Context: an optimization exercise on an open-source flow, tuned for small area, a short achievable clock period and few clock cycles per item. The choices shown serve that exercise and are no tape-out recipe.
RTL that was checked went through simulation tests only; none was proved equivalent to the original.

==> job 2094: inputs <==
==> flow/design.v (excerpt) <==
module yuvToRgb (
	input logic Clock,
	input logic resetn,
	input logic start,
	input logic [15:0] readData,
	output logic done,
	output logic [17:0] sramAddress,
	output logic [15:0] sramWriteData,
	output logic sramWeN
);
	logic busy;
	logic wrQ;
	logic [7:0] pq;
	logic [2:0] ph;
	logic [8:0] wa;
	logic shen, shV, shHi;
	logic rdU, rdV, rdY, rkU, rkV, rkY;
	logic [7:0] win [12];
	logic [15:0] pendU, pendV, yw;
	logic [8:0] f, uc;
	logic [9:0] fc9;
	logic [9:0] fd1, fd2, fd3;
	logic [15:0] gb;
	logic [7:0] b0;
	function automatic logic [2:0] flagsOf(input logic [7:0] q);
		flagsOf = {q <= 8'd3, q >= 8'd159, q == 8'd163};
	endfunction
	logic [2:0] fl, nf, df;
	logic dfPro, dfEndC, dfOdd, flLastP;
	logic [1:0] dfQ;
	assign {dfPro, dfEndC} = df[2:1];
	assign dfQ = (ph == 3'd4) ? pq[1:0] + 2'd1 : pq[1:0];
	assign dfOdd = dfQ[0];
	assign flLastP = fl[0];
	logic [2:0] nph;
	logic dWr, dRdU, dRdV, dRdY, dSh, dShV, dShHi;
	logic [6:0] kc;
	logic [7:0] yc;
	assign nph = (ph == 3'd4) ? 3'd0 : ph + 3'd1;
	assign df = (ph == 3'd4) ? nf : fl;
	always_comb begin
		dWr = 1'b0; dRdU = 1'b0; dRdV = 1'b0; dRdY = 1'b0;
		dSh = 1'b0; dShV = 1'b0; dShHi = 1'b0;
		if (dfPro && !(dfQ == 2'd3 && nph > 3'd2)) begin
			case ({dfQ, nph})
				{2'd0, 3'd4}: dRdU = 1'b1;
				{2'd1, 3'd0}: dRdV = 1'b1;
				{2'd1, 3'd1}: begin dSh = 1'b1; dShHi = 1'b1; end
  ...
clock: 12.0 ns
lec_check: 0
cap_margin: 20
core_margin: 2
core_utilization: 40
cts_cluster_diameter: 90
cts_cluster_size: 35
setup_slack_margin: 5
slew_margin: 20
synth_hierarchical: 1
synth_minimum_keep_size: 0
standard.sh (not shown) runs the stock make flow with config.mk's settings and CLKGATE_MAP_FILE= SYNTH_SCRIPT=/design/flow/synth_recipe.tcl, a recipe that flattens the netlist after the stock synthesis.
==> flow/flow/run.sh <==
#!/bin/bash
set -euo pipefail
bash standard.sh SETUP_SLACK_MARGIN=8.5 "BUFFER_PORTS_ARGS=-buffer_cell sky130_fd_sc_hd__buf_2" finish > standard.log 2>&1
==> job 6226: changes against job 2094 <==
==> flow/config.mk (replaced) <==
export PLATFORM = sky130hd
export DESIGN_NAME = yuvToRgb
export DESIGN_NICKNAME = yuvToRgb
export VERILOG_FILES = /design/flow/design.v
export SDC_FILE = /design/flow/constraint.sdc
export NUM_CORES = 4
export LEC_CHECK = 0
export CAP_MARGIN = 20
export CORE_MARGIN = 2
export CORE_UTILIZATION = 55
export CTS_CLUSTER_DIAMETER = 100
export CTS_CLUSTER_SIZE = 25
export SETUP_SLACK_MARGIN = 5
export SLEW_MARGIN = 20
export SYNTH_HIERARCHICAL = 1
export SYNTH_MINIMUM_KEEP_SIZE = 0
==> job 2914: changes against job 2094 <==
--- a/flow/design.v
+++ b/flow/design.v
@@ -1104,129 +1104,14 @@
 FA fl_39_i (fl_5, fl_18, fl_19, fl_39, fl_40);
 FA fl_41_i (fl_6, fl_21, fl_20, fl_41, fl_42);
 FA fl_43_i (fl_9, fl_22, fl_23, fl_43, fl_44);
 FA fl_45_i (fl_10, fl_25, fl_24, fl_45, fl_46);
 FA fl_47_i (fd2[9], fl_27, fl_26, fl_47, fl_48);
 FA fl_49_i (fc9[7], fd3[9], fl_28, fl_49, fl_50);
-wire fl_c_p0 = fd1[0] ^ 1'b0;
-wire fl_c_g0 = fd1[0] & 1'b0;
-wire fl_c_p1 = fd1[1] ^ 1'b0;
-wire fl_c_g1 = fd1[1] & 1'b0;
-wire fl_c_p2 = fd1[2] ^ fd2[0];
-wire fl_c_g2 = fd1[2] & fd2[0];
-wire fl_c_p3 = fd1[3] ^ fd2[1];
-wire fl_c_g3 = fd1[3] & fd2[1];
-wire fl_c_p4 = fd2[2] ^ fl_29;
-wire fl_c_g4 = fd2[2] & fl_29;
-wire fl_c_p5 = fl_30 ^ fl_31;
-wire fl_c_g5 = fl_30 & fl_31;
-wire fl_c_p6 = fl_32 ^ fl_33;
-wire fl_c_g6 = fl_32 & fl_33;
-wire fl_c_p7 = fl_34 ^ fl_35;
-wire fl_c_g7 = fl_34 & fl_35;
-wire fl_c_p8 = fl_36 ^ fl_37;
-wire fl_c_g8 = fl_36 & fl_37;
-wire fl_c_p9 = fl_38 ^ fl_39;
-wire fl_c_g9 = fl_38 & fl_39;
-wire fl_c_p10 = fl_40 ^ fl_41;
-wire fl_c_g10 = fl_40 & fl_41;
-wire fl_c_p11 = fl_43 ^ fl_42;
-wire fl_c_g11 = fl_43 & fl_42;
-wire fl_c_p12 = fl_44 ^ fl_45;
-wire fl_c_g12 = fl_44 & fl_45;
-wire fl_c_p13 = fl_47 ^ fl_46;
-wire fl_c_g13 = fl_47 & fl_46;
-wire fl_c_p14 = fl_49 ^ fl_48;
-wire fl_c_g14 = fl_49 & fl_48;
-wire fl_c_p15 = fc9[8] ^ fl_50;
-wire fl_c_g15 = fc9[8] & fl_50;
-wire fl_c_p16 = fc9[9] ^ 1'b0;
-wire fl_c_g16 = fc9[9] & 1'b0;
-wire fl_c_G1 = fl_c_g1 | (fl_c_p1 & fl_c_g0);
-wire fl_c_P1 = fl_c_p1 & fl_c_p0;
-wire fl_c_G2 = fl_c_g3 | (fl_c_p3 & fl_c_g2);
-wire fl_c_P2 = fl_c_p3 & fl_c_p2;
-wire fl_c_G3 = fl_c_g5 | (fl_c_p5 & fl_c_g4);
-wire fl_c_P3 = fl_c_p5 & fl_c_p4;
-wire fl_c_G4 = fl_c_g7 | (fl_c_p7 & fl_c_g6);
-wire fl_c_P4 = fl_c_p7 & fl_c_p6;
-wire fl_c_G5 = fl_c_g9 | (fl_c_p9 & fl_c_g8);
-wire fl_c_P5 = fl_c_p9 & fl_c_p8;
-wire fl_c_G6 = fl_c_g11 | (fl_c_p11 & fl_c_g10);
-wire fl_c_P6 = fl_c_p11 & fl_c_p10;
-wire fl_c_G7 = fl_c_g13 | (fl_c_p13 & fl_c_g12);
-wire fl_c_P7 = fl_c_p13 & fl_c_p12;
-wire fl_c_G8 = fl_c_g15 | (fl_c_p15 & fl_c_g14);
-wire fl_c_P8 = fl_c_p15 & fl_c_p14;
-wire fl_c_G9 = fl_c_g2 | (fl_c_p2 & fl_c_G1);
-wire fl_c_P9 = fl_c_p2 & fl_c_P1;
-wire fl_c_G10 = fl_c_G2 | (fl_c_P2 & fl_c_G1);
-wire fl_c_P10 = fl_c_P2 & fl_c_P1;
-wire fl_c_G11 = fl_c_g6 | (fl_c_p6 & fl_c_G3);
-wire fl_c_P11 = fl_c_p6 & fl_c_P3;
-wire fl_c_G12 = fl_c_G4 | (fl_c_P4 & fl_c_G3);
-wire fl_c_P12 = fl_c_P4 & fl_c_P3;
-wire fl_c_G13 = fl_c_g10 | (fl_c_p10 & fl_c_G5);
-wire fl_c_P13 = fl_c_p10 & fl_c_P5;
-wire fl_c_G14 = fl_c_G6 | (fl_c_P6 & fl_c_G5);
-wire fl_c_P14 = fl_c_P6 & fl_c_P5;
-wire fl_c_G15 = fl_c_g14 | (fl_c_p14 & fl_c_G7);
-wire fl_c_P15 = fl_c_p14 & fl_c_P7;
-wire fl_c_G16 = fl_c_G8 | (fl_c_P8 & fl_c_G7);
-wire fl_c_P16 = fl_c_P8 & fl_c_P7;
-wire fl_c_G17 = fl_c_g4 | (fl_c_p4 & fl_c_G10);
-wire fl_c_P17 = fl_c_p4 & fl_c_P10;
-wire fl_c_G18 = fl_c_G3 | (fl_c_P3 & fl_c_G10);
-wire fl_c_P18 = fl_c_P3 & fl_c_P10;
-wire fl_c_G19 = fl_c_G11 | (fl_c_P11 & fl_c_G10);
-wire fl_c_P19 = fl_c_P11 & fl_c_P10;
-wire fl_c_G20 = fl_c_G12 | (fl_c_P12 & fl_c_G10);
-wire fl_c_P20 = fl_c_P12 & fl_c_P10;
-wire fl_c_G21 = fl_c_g12 | (fl_c_p12 & fl_c_G14);
-wire fl_c_P21 = fl_c_p12 & fl_c_P14;
-wire fl_c_G22 = fl_c_G7 | (fl_c_P7 & fl_c_G14);
-wire fl_c_P22 = fl_c_P7 & fl_c_P14;
-wire fl_c_G23 = fl_c_G15 | (fl_c_P15 & fl_c_G14);
-wire fl_c_P23 = fl_c_P15 & fl_c_P14;
-wire fl_c_G24 = fl_c_G16 | (fl_c_P16 & fl_c_G14);
-wire fl_c_P24 = fl_c_P16 & fl_c_P14;
-wire fl_c_G25 = fl_c_g8 | (fl_c_p8 & fl_c_G20);
-wire fl_c_P25 = fl_c_p8 & fl_c_P20;
-wire fl_c_G26 = fl_c_G5 | (fl_c_P5 & fl_c_G20);
-wire fl_c_P26 = fl_c_P5 & fl_c_P20;
-wire fl_c_G27 = fl_c_G13 | (fl_c_P13 & fl_c_G20);
-wire fl_c_P27 = fl_c_P13 & fl_c_P20;
-wire fl_c_G28 = fl_c_G14 | (fl_c_P14 & fl_c_G20);
-wire fl_c_P28 = fl_c_P14 & fl_c_P20;
-wire fl_c_G29 = fl_c_G21 | (fl_c_P21 & fl_c_G20);
-wire fl_c_P29 = fl_c_P21 & fl_c_P20;
-wire fl_c_G30 = fl_c_G22 | (fl_c_P22 & fl_c_G20);
-wire fl_c_P30 = fl_c_P22 & fl_c_P20;
-wire fl_c_G31 = fl_c_G23 | (fl_c_P23 & fl_c_G20);
-wire fl_c_P31 = fl_c_P23 & fl_c_P20;
-wire fl_c_G32 = fl_c_G24 | (fl_c_P24 & fl_c_G20);
-wire fl_c_P32 = fl_c_P24 & fl_c_P20;
-wire fl_c_G33 = fl_c_g16 | (fl_c_p16 & fl_c_G32);
-wire fl_c_P33 = fl_c_p16 & fl_c_P32;
-wire fl_c_s1 = fl_c_p1 ^ fl_c_g0;
-wire fl_c_s2 = fl_c_p2 ^ fl_c_G1;
-wire fl_c_s3 = fl_c_p3 ^ fl_c_G9;
-wire fl_c_s4 = fl_c_p4 ^ fl_c_G10;
-wire fl_c_s5 = fl_c_p5 ^ fl_c_G17;
-wire fl_c_s6 = fl_c_p6 ^ fl_c_G18;
-wire fl_c_s7 = fl_c_p7 ^ fl_c_G19;
-wire fl_c_s8 = fl_c_p8 ^ fl_c_G20;
-wire fl_c_s9 = fl_c_p9 ^ fl_c_G25;
-wire fl_c_s10 = fl_c_p10 ^ fl_c_G26;
-wire fl_c_s11 = fl_c_p11 ^ fl_c_G27;
-wire fl_c_s12 = fl_c_p12 ^ fl_c_G28;
-wire fl_c_s13 = fl_c_p13 ^ fl_c_G29;
-wire fl_c_s14 = fl_c_p14 ^ fl_c_G30;
-wire fl_c_s15 = fl_c_p15 ^ fl_c_G31;
-wire fl_c_s16 = fl_c_p16 ^ fl_c_G32;
-wire [8:0] fl_q = {fl_c_s16, fl_c_s15, fl_c_s14, fl_c_s13, fl_c_s12, fl_c_s11, fl_c_s10, fl_c_s9, fl_c_s8};
+wire [16:0] fl_s = {fc9[9], fc9[8], fl_49, fl_47, fl_44, fl_43, fl_40, fl_38, fl_36, fl_34, fl_32, fl_30, fd2[2], fd1[3], fd1[2], fd1[1], fd1[0]} + {1'b0, fl_50, fl_48, fl_46, fl_45, fl_42, fl_41, fl_39, fl_37, fl_35, fl_33, fl_31, fl_29, fd2[1], fd2[0], 1'b0, 1'b0};
+wire [8:0] fl_q = fl_s[16:8];
 	function automatic logic [7:0] clip(input logic [10:0] x);
 		if (x[10:9] == 2'b00)
 			clip = 8'd0;
 		else if (x[10] || (x[9] && x[8]))
 			clip = 8'd255;
 		else
==> flow/config.mk (replaced) <==
export PLATFORM = sky130hd
export DESIGN_NAME = yuvToRgb
export DESIGN_NICKNAME = yuvToRgb
export VERILOG_FILES = /design/flow/design.v
export SDC_FILE = /design/flow/constraint.sdc
export NUM_CORES = 4
export LEC_CHECK = 0
export ABC_CLOCK_PERIOD_IN_PS = 3500
export CAP_MARGIN = 20
export CORE_MARGIN = 2
export CORE_UTILIZATION = 40
export CTS_CLUSTER_DIAMETER = 100
export CTS_CLUSTER_SIZE = 25
export SETUP_SLACK_MARGIN = 5
export SLEW_MARGIN = 20
export SYNTH_HIERARCHICAL = 1
export SYNTH_MINIMUM_KEEP_SIZE = 0
==> flow_summary.json <==
{
  "worstSetupEndpoint": "done",
  "synth_area_um2": 22700,
  "crit_cells": 1,
  "final_cell_mix": "dfxtp_1 (244), fa_1 (214), ha_1 (202)",
  "nFillCells": 3374,
  "nMultiInputCombCells": 1304,
  "status": "timing/DRC/antenna clean",
  "netlist.area_leader.share_pct": 23.0,
  "synth-seq-area-share_pct": 42.4,
  "drt-total-wl_um": 48900,
  "start_util_pct": 55.7,
  "track_usage_pct": 23.4
}
(the above is from job 6226)
==> flow_summary.json <==
{
  "status": "timing/DRC/antenna clean",
  "crit_cells": 12,
  "synth_area_um2": 22400,
  "nFillCells": 5081,
  "worstSetupEndpoint": "pv[7]",
  "synth-seq-area-share_pct": 43.0,
  "netlist.area_leader.share_pct": 23.4,
  "final_cell_mix": "dfxtp_1 (242), fa_1 (212), ha_1 (200)",
  "nMultiInputCombCells": 1276
}
(the above is from job 2914)
==> flow_summary.json <==
{
  "status": "timing/DRC/antenna clean",
  "nMultiInputCombCells": 1304,
  "nFillCells": 5147,
  "worstSetupEndpoint": "done",
  "synth-seq-area-share_pct": 42.4,
  "start_util_pct": 40.3,
  "final_cell_mix": "dfxtp_1 (233), fa_1 (213), ha_1 (202)",
  "netlist.area_leader.share_pct": 23.0,
  "crit_cells": 1,
  "synth_area_um2": 22700,
  "track_usage_pct": 16.8
}
(the above is from job 2094)
Testbench counts of job 2094, summed over its fixed seeds: cycles 26,144, rows 32.
Testbench counts of job 6226, summed over its fixed seeds: cycles 26,144, rows 32.
Function not checked in job 2914: the RTL went through the layout flow alone.

-- port drivers added, routing unchanged --
No port has a modelled driver above. Below, the same layouts with a new extraction and two added sets of constraints. Step 1 assumes that a clkbuf_16 drives the clock port and a buf_2 every other input. Step 2 also shifts input and output timing later by t, the mid clock arrival at the registers, as if the neighbouring blocks saw the same clock. a / b / c = ideal ports / drivers / drivers and shift; a / b = the first two.
run	shift t [ns]	setup WS [ns]	latest minus earliest clock arrival (ns)	slew at the worst register clock pin (ns)
job 2094	0.607	8.452 / 8.398 / 8.089	0.044 / 0.044	0.12 / 0.12
job 6226	0.605	8.504 / 8.445 / 8.279	0.025 / 0.025	0.10 / 0.10
job 2914	0.612	8.262 / 8.262 / 8.262	0.046 / 0.046	0.10 / 0.10
After both steps every run listed still meets setup and hold. For job 2094, which loses most, drivers alone change the setup slack by -0.054 ns; drivers and shift together by -0.363 ns.
